From an optimization exercise on the open Yosys and OpenROAD flow, aimed at small area, a short achievable clock period and few clock cycles; shortcuts taken in it are not production practice.
RTL that was checked went through simulation tests only; none was proved equivalent to the original.
Power figures rest on the tool's default switching activity, not on a simulated workload.

==> 07-27 <==
==> flow/design.v (excerpt) <==
module mul16_top (
  input  logic        clk,
  input  logic        rst,
  input  logic        wb_cyc,
  input  logic        wb_stb,
  input  logic        wb_we,
  input  logic [1:0]  wb_adr,
  input  logic [31:0] wb_dat_w,
  output logic [31:0] wb_dat_r,
  output logic        wb_ack
);
Settings: LEC_CHECK=0, CAP_MARGIN=20, CORE_MARGIN=2, CORE_UTILIZATION=40, SETUP_SLACK_MARGIN=3.4, SLEW_MARGIN=20, TNS_END_PERCENT=20; clock period 6.5 ns.
standard.sh (not shown) runs the stock make flow with config.mk's settings and CLKGATE_MAP_FILE= SYNTH_SCRIPT=/design/flow/synth_recipe.tcl, a recipe that flattens the netlist after the stock synthesis.
==> flow/flow/run.sh <==
#!/bin/bash
# The standard layout (standard.sh) with two changes:
#  - ports are buffered with sky130_fd_sc_hd__buf_1 instead of the delay
#    buffer that buffer_ports picks by default;
#  - CTS uses small clock buffers, larger sink clusters and no dummy loads
#    (the tree feeds ~100 flops).
# All tool output goes to standard_flow.log (and ORFS's own logs under orfs/).
set -euo pipefail
export BUFFER_PORTS_ARGS="-buffer_cell sky130_fd_sc_hd__buf_1"
export CTS_ARGS="-sink_clustering_enable -repair_clock_nets -dont_use_dummy_load -sink_clustering_size 30 -sink_clustering_max_diameter 80 -buf_list {sky130_fd_sc_hd__clkbuf_4 sky130_fd_sc_hd__clkbuf_8} -root_buf sky130_fd_sc_hd__clkbuf_8"
bash standard.sh "BUFFER_PORTS_ARGS=$BUFFER_PORTS_ARGS" "CTS_ARGS=$CTS_ARGS" finish > standard_flow.log 2>&1
==> inputs of 01-15, as changes to 07-27 <==
--- a/flow/design.v
+++ b/flow/design.v
@@ -343,32 +343,48 @@
   assign ah45 = acc_q[24] & ~ph_q[0];
   assign ah46 = acc_q[25] & ~ph_q[0];
   assign ah47 = acc_q[26] & ~ph_q[0];
   assign ah48 = acc_q[27] & ~ph_q[0];
   assign ah49 = acc_q[28] & ~ph_q[0];
   assign ah50 = acc_q[29] & ~ph_q[0];
   assign ah51 = acc_q[30] & ~ph_q[0];
   assign ah52 = acc_q[31] & ~ph_q[0];
-  assign {hc54, hs53} = {1'b0, pp3} + {1'b0, pp19};
-  assign {fc56, fs55} = {1'b0, pp4} + {1'b0, pp20} + {1'b0, ah40};
-  assign {fc58, fs57} = {1'b0, pp5} + {1'b0, pp21} + {1'b0, ah41};
-  assign {fc60, fs59} = {1'b0, pp6} + {1'b0, pp22} + {1'b0, ah42};
-  assign {fc62, fs61} = {1'b0, pp7} + {1'b0, pp23} + {1'b0, ah43};
-  assign {fc64, fs63} = {1'b0, pp8} + {1'b0, pp24} + {1'b0, ah44};
-  assign {fc66, fs65} = {1'b0, pp9} + {1'b0, pp25} + {1'b0, ah45};
-  assign {fc68, fs67} = {1'b0, pp10} + {1'b0, pp26} + {1'b0, ah46};
-  assign {fc70, fs69} = {1'b0, pp11} + {1'b0, pp27} + {1'b0, ah47};
-  assign {fc72, fs71} = {1'b0, pp12} + {1'b0, pp28} + {1'b0, ah48};
-  assign {fc74, fs73} = {1'b0, pp13} + {1'b0, pp29} + {1'b0, ah49};
-  assign {fc76, fs75} = {1'b0, pp14} + {1'b0, pp30} + {1'b0, ah50};
-  assign {fc78, fs77} = {1'b0, pp15} + {1'b0, pp31} + {1'b0, ah51};
-  assign {fc80, fs79} = {1'b0, pp16} + {1'b0, pp32} + {1'b0, ah52};
-  assign {hc82, hs81} = {1'b0, pp17} + {1'b0, pp33};
-  assign {hc84, hs83} = {1'b0, pp18} + {1'b0, pp34};
+  assign hs53 = pp3 ^ pp19;
+  assign hc54 = pp3 & pp19;
+  assign fs55 = pp4 ^ pp20 ^ ah40;
+  assign fc56 = (pp4 & pp20) | (ah40 & (pp4 ^ pp20));
+  assign fs57 = pp5 ^ pp21 ^ ah41;
+  assign fc58 = (pp5 & pp21) | (ah41 & (pp5 ^ pp21));
+  assign fs59 = pp6 ^ pp22 ^ ah42;
+  assign fc60 = (pp6 & pp22) | (ah42 & (pp6 ^ pp22));
+  assign fs61 = pp7 ^ pp23 ^ ah43;
+  assign fc62 = (pp7 & pp23) | (ah43 & (pp7 ^ pp23));
+  assign fs63 = pp8 ^ pp24 ^ ah44;
+  assign fc64 = (pp8 & pp24) | (ah44 & (pp8 ^ pp24));
+  assign fs65 = pp9 ^ pp25 ^ ah45;
+  assign fc66 = (pp9 & pp25) | (ah45 & (pp9 ^ pp25));
+  assign fs67 = pp10 ^ pp26 ^ ah46;
+  assign fc68 = (pp10 & pp26) | (ah46 & (pp10 ^ pp26));
+  assign fs69 = pp11 ^ pp27 ^ ah47;
+  assign fc70 = (pp11 & pp27) | (ah47 & (pp11 ^ pp27));
+  assign fs71 = pp12 ^ pp28 ^ ah48;
+  assign fc72 = (pp12 & pp28) | (ah48 & (pp12 ^ pp28));
+  assign fs73 = pp13 ^ pp29 ^ ah49;
+  assign fc74 = (pp13 & pp29) | (ah49 & (pp13 ^ pp29));
+  assign fs75 = pp14 ^ pp30 ^ ah50;
+  assign fc76 = (pp14 & pp30) | (ah50 & (pp14 ^ pp30));
+  assign fs77 = pp15 ^ pp31 ^ ah51;
+  assign fc78 = (pp15 & pp31) | (ah51 & (pp15 ^ pp31));
+  assign fs79 = pp16 ^ pp32 ^ ah52;
+  assign fc80 = (pp16 & pp32) | (ah52 & (pp16 ^ pp32));
+  assign hs81 = pp17 ^ pp33;
+  assign hc82 = pp17 & pp33;
+  assign hs83 = pp18 ^ pp34;
+  assign hc84 = pp18 & pp34;
   assign row_a = {pp36, pp35, hc82, fc80, fc78, fc76, fc74, fc72, fc70, fc68, fc66, fc64, fc62, fc60, fc58, fc56, hc54, ah39, pp2, pp1};
   assign row_b = {1'b0, hc84, hs83, hs81, fs79, fs77, fs75, fs73, fs71, fs69, fs67, fs65, fs63, fs61, fs59, fs57, fs55, hs53, ah38, ah37};
   assign cg0 = row_a & row_b;
   assign cp0 = row_a ^ row_b;
   assign xg1 = cg0[1] | (cp0[1] & cg0[0]);
   assign xg2 = cg0[2] | (cp0[2] & cg0[1]);
   assign xp2 = cp0[2] & cp0[1];
   assign xg3 = cg0[3] | (cp0[3] & cg0[2]);
==> flow/flow/run.sh (replaced) <==
#!/bin/bash
# The standard layout (standard.sh) with two changes:
#  - ports are buffered with sky130_fd_sc_hd__buf_1 instead of the delay
#    buffer that buffer_ports picks by default;
#  - CTS uses small clock buffers and no dummy loads (the tree feeds ~80 flops).
# All tool output goes to standard_flow.log (and ORFS's own logs under orfs/).
set -euo pipefail
export BUFFER_PORTS_ARGS="-buffer_cell sky130_fd_sc_hd__buf_1"
export CTS_ARGS="-sink_clustering_enable -repair_clock_nets -dont_use_dummy_load -buf_list {sky130_fd_sc_hd__clkbuf_4 sky130_fd_sc_hd__clkbuf_8} -root_buf sky130_fd_sc_hd__clkbuf_8"
bash standard.sh "BUFFER_PORTS_ARGS=$BUFFER_PORTS_ARGS" "CTS_ARGS=$CTS_ARGS" finish > standard_flow.log 2>&1
Settings changed: SETUP_SLACK_MARGIN 3.4 to 2.0, TNS_END_PERCENT 20 to not set.
==> metrics.md <==
| Metric | Value |
|---|---|
| Status | `no timing/DRC/antenna violations` |
| Slowest cell on the critical path | `dfxtp_1` |
| Seq/total area | `0.434` |
| Met1 wire length | `roughly 6.4 mm` |
| Worst Path Required | `6.60 ns` |
| Clock-cell share | `0.0195` |
| Comb power frac | `0.189` |
| Worst reg2reg path depth | `11` |
| Resize count post-CTS | `0` |
| Post-synth cell types | `49` |
| Post-DR vias/cell | `5.69` |
| FF-to-FF setup slack | `about 2.7 ns` |
| Via count | `around 4200` |
| Post-Synth Simple-Gate Area | `0.0836` |
| Placed Cells | `728` |
The numbers above come from 01-15.

==> metrics.md <==
| Metric | Value |
|---|---|
| Status | `no timing/DRC/antenna violations` |
| Met1 wire length | `6.63 mm` |
| Post-Synth Simple-Gate Area | `0.0920` |
| Via count | `about 4500` |
| Worst reg2reg path depth | `10` |
| Comb power frac | `0.205` |
| Post-DR vias/cell | `between 5 and 6` |
| Worst Path Required | `approximately 6.6 ns` |
| FF-to-FF setup slack | `3.38 ns` |
The numbers above come from 07-27.

Testbench counts of 07-27, summed over its fixed seeds: cycles 25,600.
Function not checked in 01-15: the RTL went through the layout flow alone.

---

==> inputs of trial 34 <==
==> flow/design.v <==
package mul16_pkg;
  localparam int HALF_W = 8;
  localparam int OP_W   = 16;
  localparam int PROD_W = 32;
  localparam int LANES = 4;
  localparam int CLA_GRP = 4;
  localparam int ADR_W = 2;
  typedef enum logic [ADR_W-1:0] {
    REG_OPERANDS = 2'd0,   
    REG_PRODUCT  = 2'd1,
    REG_STATUS   = 2'd2    
  } wb_reg_e;
  typedef enum logic [1:0] {
    ST_IDLE = 2'd0,
    ST_BUSY = 2'd1,
    ST_DONE = 2'd2
  } mul_state_e;
endpackage
`timescale 1ns/1ps
module mul16_top (
  input  logic        clk,
  input  logic        rst,
  input  logic        wb_cyc,
  input  logic        wb_stb,
  input  logic        wb_we,
  input  logic [1:0]  wb_adr,
  input  logic [31:0] wb_dat_w,
  output logic [31:0] wb_dat_r,
  output logic        wb_ack
);
  logic        req;
  logic        accept;
  logic        busy_q;
  logic        done_q;
  logic [3:0]  ph_q;
  logic        rd_ops_q;
  logic        rd_prod_q;
  logic        rd_stat_q;
  logic [15:0] a;
  logic [15:0] b;
  logic [17:0] a3;
  logic [17:0] a3_in;
  logic [3:0]  nib;
  logic [1:0]  s1_q;
  logic [1:0]  s2_q;
  logic [1:0]  s3_q;
  logic [31:0] acc_q;
  logic [19:0] row_a;
  logic [19:0] row_b;
  logic [19:0] mac;
  logic pp1;
  logic pp2;
  logic pp3;
  logic pp4;
  logic pp5;
  logic pp6;
  logic pp7;
  logic pp8;
  logic pp9;
  logic pp10;
  logic pp11;
  logic pp12;
  logic pp13;
  logic pp14;
  logic pp15;
  logic pp16;
  logic pp17;
  logic pp18;
  logic pp19;
  logic pp20;
  logic pp21;
  logic pp22;
  logic pp23;
  logic pp24;
  logic pp25;
  logic pp26;
  logic pp27;
  logic pp28;
  logic pp29;
  logic pp30;
  logic pp31;
  logic pp32;
  logic pp33;
  logic pp34;
  logic pp35;
  logic pp36;
  logic ah37;
  logic ah38;
  logic ah39;
  logic ah40;
  logic ah41;
  logic ah42;
  logic ah43;
  logic ah44;
  logic ah45;
  logic ah46;
  logic ah47;
  logic ah48;
  logic ah49;
  logic ah50;
  logic ah51;
  logic ah52;
  logic hs53;
  logic hc54;
  logic fs55;
  logic fc56;
  logic fs57;
  logic fc58;
  logic fs59;
  logic fc60;
  logic fs61;
  logic fc62;
  logic fs63;
  logic fc64;
  logic fs65;
  logic fc66;
  logic fs67;
  logic fc68;
  logic fs69;
  logic fc70;
  logic fs71;
  logic fc72;
  logic fs73;
  logic fc74;
  logic fs75;
  logic fc76;
  logic fs77;
  logic fc78;
  logic fs79;
  logic fc80;
  logic hs81;
  logic hc82;
  logic hs83;
  logic hc84;
  assign req    = wb_cyc & wb_stb & ~wb_ack;
  assign accept = req & wb_we & (wb_adr == 2'd0) & ~busy_q;
  always_ff @(posedge clk) begin
    if (rst) begin
      wb_ack <= 1'b0;
      done_q <= 1'b0;
      busy_q <= 1'b0;
      ph_q   <= '0;
    end else begin
      wb_ack <= req;
      if (accept) begin
        done_q <= 1'b1;
        busy_q <= 1'b1;
      end else if (ph_q[3]) begin
        busy_q <= 1'b0;
      end
      ph_q <= {ph_q[2:0], accept};
    end
  end
  assign a3_in = {2'b00, wb_dat_w[15:0]} + {1'b0, wb_dat_w[15:0], 1'b0};
  always_ff @(posedge clk) begin
    if (accept) begin
      a  <= wb_dat_w[15:0];
      b  <= wb_dat_w[31:16];
      a3 <= a3_in;
    end
  end
  always_comb begin
    if (accept) begin
      nib = wb_dat_w[19:16];
    end else if (ph_q[0]) begin
      nib = b[7:4];
    end else if (ph_q[1]) begin
      nib = b[11:8];
    end else begin
      nib = b[15:12];
    end
  end
  always_ff @(posedge clk) begin
    s1_q <= {nib[3:2] == 2'd1, nib[1:0] == 2'd1};
    s2_q <= {nib[3:2] == 2'd2, nib[1:0] == 2'd2};
    s3_q <= {nib[3:2] == 2'd3, nib[1:0] == 2'd3};
  end
  assign pp1 = (s1_q[0] & a[0]) | (s3_q[0] & a3[0]);
  assign pp2 = (s1_q[0] & a[1]) | (s2_q[0] & a[0]) | (s3_q[0] & a3[1]);
  assign pp3 = (s1_q[0] & a[2]) | (s2_q[0] & a[1]) | (s3_q[0] & a3[2]);
  assign pp4 = (s1_q[0] & a[3]) | (s2_q[0] & a[2]) | (s3_q[0] & a3[3]);
  assign pp5 = (s1_q[0] & a[4]) | (s2_q[0] & a[3]) | (s3_q[0] & a3[4]);
  assign pp6 = (s1_q[0] & a[5]) | (s2_q[0] & a[4]) | (s3_q[0] & a3[5]);
  assign pp7 = (s1_q[0] & a[6]) | (s2_q[0] & a[5]) | (s3_q[0] & a3[6]);
  assign pp8 = (s1_q[0] & a[7]) | (s2_q[0] & a[6]) | (s3_q[0] & a3[7]);
  assign pp9 = (s1_q[0] & a[8]) | (s2_q[0] & a[7]) | (s3_q[0] & a3[8]);
  assign pp10 = (s1_q[0] & a[9]) | (s2_q[0] & a[8]) | (s3_q[0] & a3[9]);
  assign pp11 = (s1_q[0] & a[10]) | (s2_q[0] & a[9]) | (s3_q[0] & a3[10]);
  assign pp12 = (s1_q[0] & a[11]) | (s2_q[0] & a[10]) | (s3_q[0] & a3[11]);
  assign pp13 = (s1_q[0] & a[12]) | (s2_q[0] & a[11]) | (s3_q[0] & a3[12]);
  assign pp14 = (s1_q[0] & a[13]) | (s2_q[0] & a[12]) | (s3_q[0] & a3[13]);
  assign pp15 = (s1_q[0] & a[14]) | (s2_q[0] & a[13]) | (s3_q[0] & a3[14]);
  assign pp16 = (s1_q[0] & a[15]) | (s2_q[0] & a[14]) | (s3_q[0] & a3[15]);
  assign pp17 = (s2_q[0] & a[15]) | (s3_q[0] & a3[16]);
  assign pp18 = (s3_q[0] & a3[17]);
  assign pp19 = (s1_q[1] & a[0]) | (s3_q[1] & a3[0]);
  assign pp20 = (s1_q[1] & a[1]) | (s2_q[1] & a[0]) | (s3_q[1] & a3[1]);
  assign pp21 = (s1_q[1] & a[2]) | (s2_q[1] & a[1]) | (s3_q[1] & a3[2]);
  assign pp22 = (s1_q[1] & a[3]) | (s2_q[1] & a[2]) | (s3_q[1] & a3[3]);
  assign pp23 = (s1_q[1] & a[4]) | (s2_q[1] & a[3]) | (s3_q[1] & a3[4]);
  assign pp24 = (s1_q[1] & a[5]) | (s2_q[1] & a[4]) | (s3_q[1] & a3[5]);
  assign pp25 = (s1_q[1] & a[6]) | (s2_q[1] & a[5]) | (s3_q[1] & a3[6]);
  assign pp26 = (s1_q[1] & a[7]) | (s2_q[1] & a[6]) | (s3_q[1] & a3[7]);
  assign pp27 = (s1_q[1] & a[8]) | (s2_q[1] & a[7]) | (s3_q[1] & a3[8]);
  assign pp28 = (s1_q[1] & a[9]) | (s2_q[1] & a[8]) | (s3_q[1] & a3[9]);
  assign pp29 = (s1_q[1] & a[10]) | (s2_q[1] & a[9]) | (s3_q[1] & a3[10]);
  assign pp30 = (s1_q[1] & a[11]) | (s2_q[1] & a[10]) | (s3_q[1] & a3[11]);
  assign pp31 = (s1_q[1] & a[12]) | (s2_q[1] & a[11]) | (s3_q[1] & a3[12]);
  assign pp32 = (s1_q[1] & a[13]) | (s2_q[1] & a[12]) | (s3_q[1] & a3[13]);
  assign pp33 = (s1_q[1] & a[14]) | (s2_q[1] & a[13]) | (s3_q[1] & a3[14]);
  assign pp34 = (s1_q[1] & a[15]) | (s2_q[1] & a[14]) | (s3_q[1] & a3[15]);
  assign pp35 = (s2_q[1] & a[15]) | (s3_q[1] & a3[16]);
  assign pp36 = (s3_q[1] & a3[17]);
  assign ah37 = acc_q[16] & ~ph_q[0];
  assign ah38 = acc_q[17] & ~ph_q[0];
  assign ah39 = acc_q[18] & ~ph_q[0];
  assign ah40 = acc_q[19] & ~ph_q[0];
  assign ah41 = acc_q[20] & ~ph_q[0];
  assign ah42 = acc_q[21] & ~ph_q[0];
  assign ah43 = acc_q[22] & ~ph_q[0];
  assign ah44 = acc_q[23] & ~ph_q[0];
  assign ah45 = acc_q[24] & ~ph_q[0];
  assign ah46 = acc_q[25] & ~ph_q[0];
  assign ah47 = acc_q[26] & ~ph_q[0];
  assign ah48 = acc_q[27] & ~ph_q[0];
  assign ah49 = acc_q[28] & ~ph_q[0];
  assign ah50 = acc_q[29] & ~ph_q[0];
  assign ah51 = acc_q[30] & ~ph_q[0];
  assign ah52 = acc_q[31] & ~ph_q[0];
  assign {hc54, hs53} = {1'b0, pp3} + {1'b0, pp19};
  assign {fc56, fs55} = {1'b0, pp4} + {1'b0, pp20} + {1'b0, ah40};
  assign {fc58, fs57} = {1'b0, pp5} + {1'b0, pp21} + {1'b0, ah41};
  assign {fc60, fs59} = {1'b0, pp6} + {1'b0, pp22} + {1'b0, ah42};
  assign {fc62, fs61} = {1'b0, pp7} + {1'b0, pp23} + {1'b0, ah43};
  assign {fc64, fs63} = {1'b0, pp8} + {1'b0, pp24} + {1'b0, ah44};
  assign {fc66, fs65} = {1'b0, pp9} + {1'b0, pp25} + {1'b0, ah45};
  assign {fc68, fs67} = {1'b0, pp10} + {1'b0, pp26} + {1'b0, ah46};
  assign {fc70, fs69} = {1'b0, pp11} + {1'b0, pp27} + {1'b0, ah47};
  assign {fc72, fs71} = {1'b0, pp12} + {1'b0, pp28} + {1'b0, ah48};
  assign {fc74, fs73} = {1'b0, pp13} + {1'b0, pp29} + {1'b0, ah49};
  assign {fc76, fs75} = {1'b0, pp14} + {1'b0, pp30} + {1'b0, ah50};
  assign {fc78, fs77} = {1'b0, pp15} + {1'b0, pp31} + {1'b0, ah51};
  assign {fc80, fs79} = {1'b0, pp16} + {1'b0, pp32} + {1'b0, ah52};
  assign {hc82, hs81} = {1'b0, pp17} + {1'b0, pp33};
  assign {hc84, hs83} = {1'b0, pp18} + {1'b0, pp34};
  assign row_a = {pp36, pp35, hc82, fc80, fc78, fc76, fc74, fc72, fc70, fc68, fc66, fc64, fc62, fc60, fc58, fc56, hc54, ah39, pp2, pp1};
  assign row_b = {1'b0, hc84, hs83, hs81, fs79, fs77, fs75, fs73, fs71, fs69, fs67, fs65, fs63, fs61, fs59, fs57, fs55, hs53, ah38, ah37};
  assign mac = row_a + row_b;
  always_ff @(posedge clk) begin
    if (busy_q) begin
      acc_q <= {mac, acc_q[15:4]};
    end
  end
  always_ff @(posedge clk) begin
    rd_ops_q  <= wb_adr == 2'd0;
    rd_prod_q <= (wb_adr == 2'd1) & done_q;
    rd_stat_q <= wb_adr == 2'd2;
  end
  assign wb_dat_r = ({32{rd_ops_q}} & {b, a}) |
                    ({32{rd_prod_q}} & acc_q) |
                    ({32{rd_stat_q}} & {30'd0, done_q & ~busy_q, busy_q});
endmodule
==> flow/flow/run.sh <==
#!/bin/bash
# The standard layout (standard.sh) with two changes:
#  - ports are buffered with sky130_fd_sc_hd__buf_1 instead of the delay
#    buffer that buffer_ports picks by default;
#  - CTS uses small clock buffers and no dummy loads (the tree feeds ~80 flops).
# All tool output goes to standard_flow.log (and ORFS's own logs under orfs/).
set -euo pipefail
export BUFFER_PORTS_ARGS="-buffer_cell sky130_fd_sc_hd__buf_1"
export CTS_ARGS="-sink_clustering_enable -repair_clock_nets -dont_use_dummy_load -buf_list {sky130_fd_sc_hd__clkbuf_4 sky130_fd_sc_hd__clkbuf_8} -root_buf sky130_fd_sc_hd__clkbuf_8"
bash standard.sh "BUFFER_PORTS_ARGS=$BUFFER_PORTS_ARGS" "CTS_ARGS=$CTS_ARGS" finish > standard_flow.log 2>&1
==> flow/standard.sh <==
#!/bin/bash
# synth_recipe.tcl (not shown) runs the flow's synth.tcl, then flattens the netlist and writes it again
# the make line also repeats each setting of config.mk as NAME=value (left out here)
make -C /OpenROAD-flow-scripts/flow DESIGN_CONFIG=/design/flow/config.mk WORK_HOME=/design/flow/orfs CLKGATE_MAP_FILE= SYNTH_SCRIPT=/design/flow/synth_recipe.tcl "${@:-finish}"
==> flow/config.mk <==
export PLATFORM = sky130hd
export DESIGN_NAME = mul16_top
export DESIGN_NICKNAME = mul16_top
export VERILOG_FILES = /design/flow/design.v
export SDC_FILE = /design/flow/constraint.sdc
export NUM_CORES = 4
export LEC_CHECK = 0
export CAP_MARGIN = 20
export CORE_MARGIN = 2
export CORE_UTILIZATION = 40
export SETUP_SLACK_MARGIN = 2.0
export SLEW_MARGIN = 20
==> flow/constraint.sdc <==
create_clock -name core_clock -period 6.5 [get_ports {clk}]
set_input_delay 1.3000 -clock core_clock [delete_from_list [all_inputs] [get_ports {clk}]]
set_output_delay 1.3000 -clock core_clock [all_outputs]
set_load 0.01 [all_outputs]
==> build 13: changes against trial 34 <==
--- a/flow/design.v
+++ b/flow/design.v
@@ -247,3 +247,126 @@
   assign row_b = {1'b0, hc84, hs83, hs81, fs79, fs77, fs75, fs73, fs71, fs69, fs67, fs65, fs63, fs61, fs59, fs57, fs55, hs53, ah38, ah37};
-  assign mac = row_a + row_b;
+  logic [19:0] cg0, cp0;
+  assign cg0 = row_a & row_b;
+  assign cp0 = row_a ^ row_b;
+  logic xg1, xp1;
+  assign xg1 = cg0[1] | (cp0[1] & cg0[0]);
+  assign xp1 = cp0[1] & cp0[0];
+  logic xg2, xp2;
+  assign xg2 = cg0[3] | (cp0[3] & cg0[2]);
+  assign xp2 = cp0[3] & cp0[2];
+  logic xg3, xp3;
+  assign xg3 = cg0[5] | (cp0[5] & cg0[4]);
+  assign xp3 = cp0[5] & cp0[4];
+  logic xg4, xp4;
+  assign xg4 = cg0[7] | (cp0[7] & cg0[6]);
+  assign xp4 = cp0[7] & cp0[6];
+  logic xg5, xp5;
+  assign xg5 = cg0[9] | (cp0[9] & cg0[8]);
+  assign xp5 = cp0[9] & cp0[8];
+  logic xg6, xp6;
+  assign xg6 = cg0[11] | (cp0[11] & cg0[10]);
+  assign xp6 = cp0[11] & cp0[10];
+  logic xg7, xp7;
+  assign xg7 = cg0[13] | (cp0[13] & cg0[12]);
+  assign xp7 = cp0[13] & cp0[12];
+  logic xg8, xp8;
+  assign xg8 = cg0[15] | (cp0[15] & cg0[14]);
+  assign xp8 = cp0[15] & cp0[14];
+  logic xg9, xp9;
+  assign xg9 = cg0[17] | (cp0[17] & cg0[16]);
+  assign xp9 = cp0[17] & cp0[16];
+  logic xg10, xp10;
+  assign xg10 = cg0[19] | (cp0[19] & cg0[18]);
+  assign xp10 = cp0[19] & cp0[18];
+  logic xg11, xp11;
+  assign xg11 = cg0[2] | (cp0[2] & xg1);
+  assign xp11 = cp0[2] & xp1;
+  logic xg12, xp12;
+  assign xg12 = xg2 | (xp2 & xg1);
+  assign xp12 = xp2 & xp1;
+  logic xg13, xp13;
+  assign xg13 = cg0[6] | (cp0[6] & xg3);
+  assign xp13 = cp0[6] & xp3;
+  logic xg14, xp14;
+  assign xg14 = xg4 | (xp4 & xg3);
+  assign xp14 = xp4 & xp3;
+  logic xg15, xp15;
+  assign xg15 = cg0[10] | (cp0[10] & xg5);
+  assign xp15 = cp0[10] & xp5;
+  logic xg16, xp16;
+  assign xg16 = xg6 | (xp6 & xg5);
+  assign xp16 = xp6 & xp5;
+  logic xg17, xp17;
+  assign xg17 = cg0[14] | (cp0[14] & xg7);
+  assign xp17 = cp0[14] & xp7;
+  logic xg18, xp18;
+  assign xg18 = xg8 | (xp8 & xg7);
+  assign xp18 = xp8 & xp7;
+  logic xg19, xp19;
+  assign xg19 = cg0[18] | (cp0[18] & xg9);
+  assign xp19 = cp0[18] & xp9;
+  logic xg20, xp20;
+  assign xg20 = xg10 | (xp10 & xg9);
+  assign xp20 = xp10 & xp9;
+  logic xg21, xp21;
+  assign xg21 = cg0[4] | (cp0[4] & xg12);
+  assign xp21 = cp0[4] & xp12;
+  logic xg22, xp22;
+  assign xg22 = xg3 | (xp3 & xg12);
+  assign xp22 = xp3 & xp12;
+  logic xg23, xp23;
+  assign xg23 = xg13 | (xp13 & xg12);
+  assign xp23 = xp13 & xp12;
+  logic xg24, xp24;
+  assign xg24 = xg14 | (xp14 & xg12);
+  assign xp24 = xp14 & xp12;
+  logic xg25, xp25;
+  assign xg25 = cg0[12] | (cp0[12] & xg16);
+  assign xp25 = cp0[12] & xp16;
+  logic xg26, xp26;
+  assign xg26 = xg7 | (xp7 & xg16);
+  assign xp26 = xp7 & xp16;
+  logic xg27, xp27;
+  assign xg27 = xg17 | (xp17 & xg16);
+  assign xp27 = xp17 & xp16;
+  logic xg28, xp28;
+  assign xg28 = xg18 | (xp18 & xg16);
+  assign xp28 = xp18 & xp16;
+  logic xg29, xp29;
+  assign xg29 = cg0[8] | (cp0[8] & xg24);
+  assign xp29 = cp0[8] & xp24;
+  logic xg30, xp30;
+  assign xg30 = xg5 | (xp5 & xg24);
+  assign xp30 = xp5 & xp24;
+  logic xg31, xp31;
+  assign xg31 = xg15 | (xp15 & xg24);
+  assign xp31 = xp15 & xp24;
+  logic xg32, xp32;
+  assign xg32 = xg16 | (xp16 & xg24);
+  assign xp32 = xp16 & xp24;
+  logic xg33, xp33;
+  assign xg33 = xg25 | (xp25 & xg24);
+  assign xp33 = xp25 & xp24;
+  logic xg34, xp34;
+  assign xg34 = xg26 | (xp26 & xg24);
+  assign xp34 = xp26 & xp24;
+  logic xg35, xp35;
+  assign xg35 = xg27 | (xp27 & xg24);
+  assign xp35 = xp27 & xp24;
+  logic xg36, xp36;
+  assign xg36 = xg28 | (xp28 & xg24);
+  assign xp36 = xp28 & xp24;
+  logic xg37, xp37;
+  assign xg37 = cg0[16] | (cp0[16] & xg36);
+  assign xp37 = cp0[16] & xp36;
+  logic xg38, xp38;
+  assign xg38 = xg9 | (xp9 & xg36);
+  assign xp38 = xp9 & xp36;
+  logic xg39, xp39;
+  assign xg39 = xg19 | (xp19 & xg36);
+  assign xp39 = xp19 & xp36;
+  logic xg40, xp40;
+  assign xg40 = xg20 | (xp20 & xg36);
+  assign xp40 = xp20 & xp36;
+  assign mac = cp0 ^ {xg39, xg38, xg37, xg36, xg35, xg34, xg33, xg32, xg31, xg30, xg29, xg24, xg23, xg22, xg21, xg12, xg11, xg1, cg0[0], 1'b0};
   always_ff @(posedge clk) begin
==> results.txt <==
metric	trial 34	build 13
Metal-1 WL	6880 um	6640 um
Total power per unit cell area	195 nW/um^2	198 nW/um^2
Mean routed wirelength per cell	19.7 um	19.2 um
Unique cell type count in the Yosys netlist	60	52
Net count, final	699	651
Met3 global-route usage	3.67%	4.85%
Area of all placed cells without fillers	6580 sq um	6330 sq um
Worst slew margin	44.7%	49.0%
Placed Instance Area	6460 sq um	6200 sq um
Multi-input logic area	3000 sq um	2750 sq um
Worst path arrival time	3460 ps	3890 ps
Net count of the mapped netlist	635	584
Portion of the layout cell area used by clock cells	1.88%	1.96%
Overall die area	16,000 sq um	15,300 sq um
Critical path depth	9	11
Clock group	0.321 mW	0.313 mW
Outcome	finished clean	finished clean
Function was not checked in any run of this note: the RTL went through the layout flow alone.

==> afterwards: timing with drivers on the ports <==
The flow's constraints put no driver on any port. The routed layouts listed below were extracted and timed again, unchanged, in two steps. Step 1: set_driving_cell puts a clkbuf_16 on clk and a buf_2 on each other input, an assumption about the parent block. Step 2, shift: input delay + t, output delay - t, t = (earliest + latest rising clock arrival at the registers) / 2. This alone moves slack from input paths to output paths. a / b / c = ideal ports / drivers / drivers and shift; a / b = the first two.
| run | t, ns | setup WS [ns] | worst setup path at the end |
|---|---|---|---|
| 07-27 | 0.399 | 3.384 / 3.384 / 3.066 | input to register |
| 01-15 | 0.395 | 2.731 / 2.731 / 2.731 | register to register |
| trial 34 | 0.404 | 3.143 / 3.143 / 3.143 | register to register |
| build 13 | 0.406 | 2.705 / 2.705 / 2.705 | register to register |
After both steps setup and hold are still met in every run listed. The setup slack of 07-27, which loses most, moves by 0.000 ns with the drivers and by -0.318 ns with both steps.
